This design comes from an exercise in tuning for small area on the open sky130 flow, not from production work.
Only simulation tests tie the RTL to the original design; equivalence was not proved.
Power figures rest on the tool's default switching activity, not on a simulated workload. No driver is modelled on the clock port, so clocking that relies on it looks cheaper here than on a real chip.

==> trial 30: inputs <==
// fft32_input_loader
module fft32_input_loader #(
  parameter int DATA_W      = 24,
  parameter int N           = 32,
  parameter int HOLD_CYCLES = 8
) (
  input  logic                clk,
  input  logic                rst_n,
  input  logic                in_valid,
  output logic                in_ready,
  input  logic [DATA_W-1:0]   in_data,
  input  logic                in_last,
  output logic [N*DATA_W-1:0] xn_bus,
  output logic                start,
  output logic                busy,
  output logic                frame_err,
  output logic [15:0]         frame_cnt
);
==> module fft32_input_loader, before the edit <==
module fft32_input_loader #(
  parameter int DATA_W      = 24,
  parameter int N           = 32,
  parameter int HOLD_CYCLES = 8
) (
  input  logic                clk,
  input  logic                rst_n,
  input  logic                in_valid,
  output logic                in_ready,
  input  logic [DATA_W-1:0]   in_data,
  input  logic                in_last,
  output logic [N*DATA_W-1:0] xn_bus,
  output logic                start,
  output logic                busy,
  output logic                frame_err,
  output logic [15:0]         frame_cnt
);
  localparam int IDX_W = $clog2(N);
  localparam int HC_W  = 8;
  localparam logic [HC_W-1:0]  HOLD_LOAD = HC_W'(HOLD_CYCLES);
  localparam logic [IDX_W-1:0] LAST_IDX  = IDX_W'(N - 1);
  logic [IDX_W-1:0]    wr_idx_q, wr_idx_d;
  logic                fill_full_q, fill_full_d;
  logic [HC_W-1:0]     hold_cnt_q, hold_cnt_d;
  logic [15:0]         frame_cnt_q, frame_cnt_d;
  logic                frame_err_q, frame_err_d;
  logic                start_q;
  logic                busy_q;
  logic                ready_en_q;
  logic [N*DATA_W-1:0] xn_q;
  logic [N*DATA_W-1:0] fill_flat;
  logic accept;
  logic transfer;
  assign in_ready = ready_en_q && !fill_full_q;
  assign accept   = in_valid && in_ready;
  assign transfer = fill_full_q && (hold_cnt_q == '0);
  genvar gi;
  generate
    for (gi = 0; gi < N; gi++) begin : g_slot
      logic [DATA_W-1:0] slot_q;
      always_ff @(posedge clk) begin
        if (accept && (wr_idx_q == IDX_W'(gi))) begin
          slot_q <= in_data;
        end
      end
      assign fill_flat[gi*DATA_W +: DATA_W] = slot_q;
    end
  endgenerate
  always_comb begin
    wr_idx_d    = wr_idx_q;
    fill_full_d = fill_full_q;
    hold_cnt_d  = hold_cnt_q;
    frame_cnt_d = frame_cnt_q;
    frame_err_d = 1'b0;
    if (accept) begin
      if (wr_idx_q == LAST_IDX) begin
        wr_idx_d = '0;
        if (in_last) begin
          fill_full_d = 1'b1;
        end else begin
          frame_err_d = 1'b1;
        end
      end else if (in_last) begin
        wr_idx_d    = '0;
        frame_err_d = 1'b1;
      end else begin
        wr_idx_d = wr_idx_q + IDX_W'(1);
      end
    end
    if (transfer) begin
      fill_full_d = 1'b0;
      hold_cnt_d  = HOLD_LOAD;
      frame_cnt_d = frame_cnt_q + 16'd1;
    end else if (hold_cnt_q != '0) begin
      hold_cnt_d = hold_cnt_q - HC_W'(1);
    end
  end
  always_ff @(posedge clk or negedge rst_n) begin
    if (!rst_n) begin
      wr_idx_q    <= '0;
      fill_full_q <= 1'b0;
      hold_cnt_q  <= '0;
      frame_cnt_q <= '0;
      frame_err_q <= 1'b0;
      start_q     <= 1'b0;
      busy_q      <= 1'b0;
      ready_en_q  <= 1'b0;
    end else begin
      wr_idx_q    <= wr_idx_d;
      fill_full_q <= fill_full_d;
      hold_cnt_q  <= hold_cnt_d;
      frame_cnt_q <= frame_cnt_d;
      frame_err_q <= frame_err_d;
      start_q     <= transfer;
      busy_q      <= (hold_cnt_d != '0);
      ready_en_q  <= 1'b1;
    end
  end
  always_ff @(posedge clk) begin
    if (transfer) begin
      xn_q <= fill_flat;
    end
  end
  assign xn_bus    = xn_q;
  assign start     = start_q;
  assign busy      = busy_q;
  assign frame_err = frame_err_q;
  assign frame_cnt = frame_cnt_q;
endmodule
clock: 4.0 ns
lec_check: 0
cap_margin: 20
core_margin: 2
core_utilization: 40
slew_margin: 20
run.sh (not shown) runs the stock make flow with config.mk's settings and CLKGATE_MAP_FILE= SYNTH_SCRIPT=/design/flow/synth_recipe.tcl, a recipe that flattens the netlist after the stock synthesis.
==> build 53 (differences from trial 30) <==
==> flow/design.v (replaced) <==
module fft32_input_loader #(
  parameter int DATA_W      = 24,
  parameter int N           = 32,
  parameter int HOLD_CYCLES = 8
) (
  input  logic                clk,
  input  logic                rst_n,
  input  logic                in_valid,
  output logic                in_ready,
  input  logic [DATA_W-1:0]   in_data,
  input  logic                in_last,
  output logic [N*DATA_W-1:0] xn_bus,
  output logic                start,
  output logic                busy,
  output logic                frame_err,
  output logic [15:0]         frame_cnt
);
  localparam int IDX_W = $clog2(N);
  localparam int HC_W  = $clog2(HOLD_CYCLES + 1);
  localparam logic [HC_W-1:0]  HOLD_LOAD = HC_W'(HOLD_CYCLES);
  localparam logic [IDX_W-1:0] LAST_IDX  = IDX_W'(N - 1);
  logic [IDX_W-1:0]        wr_idx_q;
  logic                    fill_full_q;
  logic [HC_W-1:0]         hold_cnt_q;
  logic [15:0]             frame_cnt_q;
  logic                    frame_err_q;
  logic                    ready_en_q;
  logic                    shift_q;       
  logic [DATA_W-1:0]       stage_q;       
  logic [(N-1)*DATA_W-1:0] chain_q;       
  logic [N*DATA_W-1:0]     xn_q;
  logic accept;
  assign in_ready = ready_en_q && !fill_full_q;
  assign accept   = in_valid && in_ready;
  always_ff @(posedge clk) begin
    stage_q <= in_data;
    shift_q <= accept;
    if (shift_q) begin
      chain_q <= {stage_q, chain_q[(N-1)*DATA_W-1:DATA_W]};
    end
    if (fill_full_q) begin
      xn_q <= {stage_q, chain_q};
    end
  end
  always_ff @(posedge clk or negedge rst_n) begin
    if (!rst_n) begin
      wr_idx_q    <= '0;
      fill_full_q <= 1'b0;
      hold_cnt_q  <= '0;
      frame_cnt_q <= '0;
      frame_err_q <= 1'b0;
      ready_en_q  <= 1'b0;
    end else begin
      ready_en_q  <= 1'b1;
      frame_err_q <= 1'b0;
      if (accept) begin
        if (in_last || wr_idx_q == LAST_IDX) begin
          wr_idx_q    <= '0;
          fill_full_q <= in_last && (wr_idx_q == LAST_IDX);
          frame_err_q <= !(in_last && (wr_idx_q == LAST_IDX));
        end else begin
          wr_idx_q <= wr_idx_q + IDX_W'(1);
        end
      end
      if (fill_full_q) begin
        fill_full_q <= 1'b0;
        hold_cnt_q  <= HOLD_LOAD;
        frame_cnt_q <= frame_cnt_q + 16'd1;
      end else if (hold_cnt_q != '0) begin
        hold_cnt_q <= hold_cnt_q - HC_W'(1);
      end
    end
  end
  assign xn_bus    = xn_q;
  assign start     = (hold_cnt_q == HOLD_LOAD);
  assign busy      = (hold_cnt_q != '0);
  assign frame_err = frame_err_q;
  assign frame_cnt = frame_cnt_q;
endmodule
==> trial 47 (differences from trial 30) <==
==> flow/design.v (replaced) <==
module fft32_input_loader #(
  parameter int DATA_W      = 24,
  parameter int N           = 32,
  parameter int HOLD_CYCLES = 8
) (
  input  logic                clk,
  input  logic                rst_n,
  input  logic                in_valid,
  output logic                in_ready,
  input  logic [DATA_W-1:0]   in_data,
  input  logic                in_last,
  output logic [N*DATA_W-1:0] xn_bus,
  output logic                start,
  output logic                busy,
  output logic                frame_err,
  output logic [15:0]         frame_cnt
);
  localparam int IDX_W = $clog2(N);
  localparam int HC_W  = $clog2(HOLD_CYCLES + 1);
  localparam logic [HC_W-1:0]  HOLD_LOAD = HC_W'(HOLD_CYCLES);
  localparam logic [IDX_W-1:0] LAST_IDX  = IDX_W'(N - 1);
  logic [IDX_W-1:0]        wr_idx_q;
  logic                    fill_full_q;
  logic [HC_W-1:0]         hold_cnt_q;
  logic [15:0]             frame_cnt_q;
  logic                    frame_err_q;
  logic                    ready_en_q;
  logic                    shift_q;       
  logic [DATA_W-1:0]       stage_q;       
  logic [(N-1)*DATA_W-1:0] chain_q;       
  logic [N*DATA_W-1:0]     xn_q;
  logic accept;
  assign in_ready = ready_en_q && !fill_full_q;
  assign accept   = in_valid && in_ready;
  always_ff @(posedge clk) begin
    stage_q <= in_data;
    shift_q <= accept;
    if (shift_q) begin
      chain_q <= {stage_q, chain_q[(N-1)*DATA_W-1:DATA_W]};
    end
    if (fill_full_q) begin
      xn_q <= {stage_q, chain_q};
    end
  end
  always_ff @(posedge clk or negedge rst_n) begin
    if (!rst_n) begin
      wr_idx_q    <= '0;
      fill_full_q <= 1'b0;
      hold_cnt_q  <= '0;
      frame_cnt_q <= '0;
      frame_err_q <= 1'b0;
      ready_en_q  <= 1'b0;
    end else begin
      ready_en_q  <= 1'b1;
      frame_err_q <= 1'b0;
      if (accept) begin
        if (in_last || wr_idx_q == LAST_IDX) begin
          wr_idx_q    <= '0;
          fill_full_q <= in_last && (wr_idx_q == LAST_IDX);
          frame_err_q <= !(in_last && (wr_idx_q == LAST_IDX));
        end else begin
          wr_idx_q <= wr_idx_q + IDX_W'(1);
        end
      end
      if (fill_full_q) begin
        fill_full_q <= 1'b0;
        hold_cnt_q  <= HOLD_LOAD;
        frame_cnt_q <= frame_cnt_q + 16'd1;
      end else if (hold_cnt_q != '0) begin
        hold_cnt_q <= hold_cnt_q - HC_W'(1);
      end
    end
  end
  assign xn_bus    = xn_q;
  assign start     = (hold_cnt_q == HOLD_LOAD);
  assign busy      = (hold_cnt_q != '0);
  assign frame_err = frame_err_q;
  assign frame_cnt = frame_cnt_q;
endmodule
==> flow/flow/run.sh (new file) <==
#!/bin/bash
# The standard ORFS layout, with two changes:
#  - every input and output port still gets its own buffer, but a buf_1 instead of the
#    default choice (clkdlybuf4s50_1, 2.7x the area);
#  - the clock tree uses larger sink clusters and no dummy loads.
# Each ORFS step writes its full log under orfs/logs/; make's own output goes to make.log.
set -euo pipefail
cd "$(dirname "$0")/.."
bash standard.sh \
  'BUFFER_PORTS_ARGS=-buffer_cell sky130_fd_sc_hd__buf_1' \
  'CTS_ARGS=-sink_clustering_enable -repair_clock_nets -sink_clustering_size 30 -sink_clustering_max_diameter 80 -dont_use_dummy_load' \
  finish > make.log 2>&1
==> flow/standard.sh (new file) <==
#!/bin/bash
# synth_recipe.tcl (not shown) runs the flow's synth.tcl, then flattens the netlist and writes it again
# the make line also repeats each setting of config.mk as NAME=value (left out here)
make -C /OpenROAD-flow-scripts/flow DESIGN_CONFIG=/design/flow/config.mk WORK_HOME=/design/flow/orfs CLKGATE_MAP_FILE= SYNTH_SCRIPT=/design/flow/synth_recipe.tcl "${@:-finish}"
Settings changed: CORE_UTILIZATION 40 to 65.
removed: flow/run.sh
==> qor summary <==
item                                                                   trial 30        trial 47        build 53
Library cells used by synthesis                                              44              35              35
Relative slew slack                                                       0.254           0.345           0.188
Power in the clock group                                                13.8 mW         6.80 mW         13.6 mW
Worst Clk Skew                                                          47.2 ps         35.0 ps         31.5 ps
Register cell area after layout                                      47,000 um2      46,600 um2      46,600 um2
Placer congestion estimate                                                0.808           0.856           0.815
Initial antenna violation count                                              14               1               2
Required arrival time at the worst endpoint                             4380 ps         3200 ps         3200 ps
Status                                                           finished clean  finished clean  finished clean
Insertion delay of the later-clocked pin in the worst-skew pair          770 ps          660 ps          730 ps
HPWL Detailed                                                         85,600 um       67,000 um       62,600 um
Via count of the first global-routing pass                               21,841          18,660          20,340
Power, Total                                                            32.6 mW         25.6 mW         32.4 mW
Synth top area share                                                      0.960           0.962           0.962
Global-route total usage across every layer                               0.208           0.244           0.152
Flip-flop count of the largest register after layout                          -             768             768
Buf/Inv on CP                                                                 3               2               2
Count of plain and timing-repair buffers in the layout                      901             834             848
Final design utilization                                                  0.533           0.743           0.532
TritonCTS buffer count                                                      152              58             153
Uppermost layer routed                                                     met5            met4            met4
Placement Setup Slack                                                    701 ps         1770 ps         1520 ps
Non-clock buffer share of cell area                                       0.138          0.0634           0.137
Worst setup path class                                                  reg2reg         reg2out         reg2out

==> static timing again, ports no longer ideal <==
Ports are ideal in the flow. The routed layouts listed here were re-timed in OpenROAD.
Step 1 assumes that a clkbuf_16 drives the clock port and a buf_2 every other input.
Step 2 moves the port delays by t, midway between the first and last clock arrival at a register: inputs arrive t later, outputs are due t later. That takes back most of the time a late clock gives input paths.
Slacks: no drivers / after step 1 / after step 2; pairs: no drivers / after step 1.
run | t (ns) | setup slack, ns | clock arrival spread, ns | worst data-port slew with drivers (ns) | pins driven straight from the clock port
trial 30 | 0.812 | 0.583 / 0.583 / 0.583 | 0.051 / 0.051 | 0.07 | 1
build 53 | 0.783 | 0.754 / 0.691 / 1.474 | 0.036 / 0.036 | 0.07 | 1
trial 47 | 0.707 | 1.192 / 1.128 / 1.754 | 0.043 / 0.043 | 0.12 | 1
After both steps setup and hold are still met in every run listed.
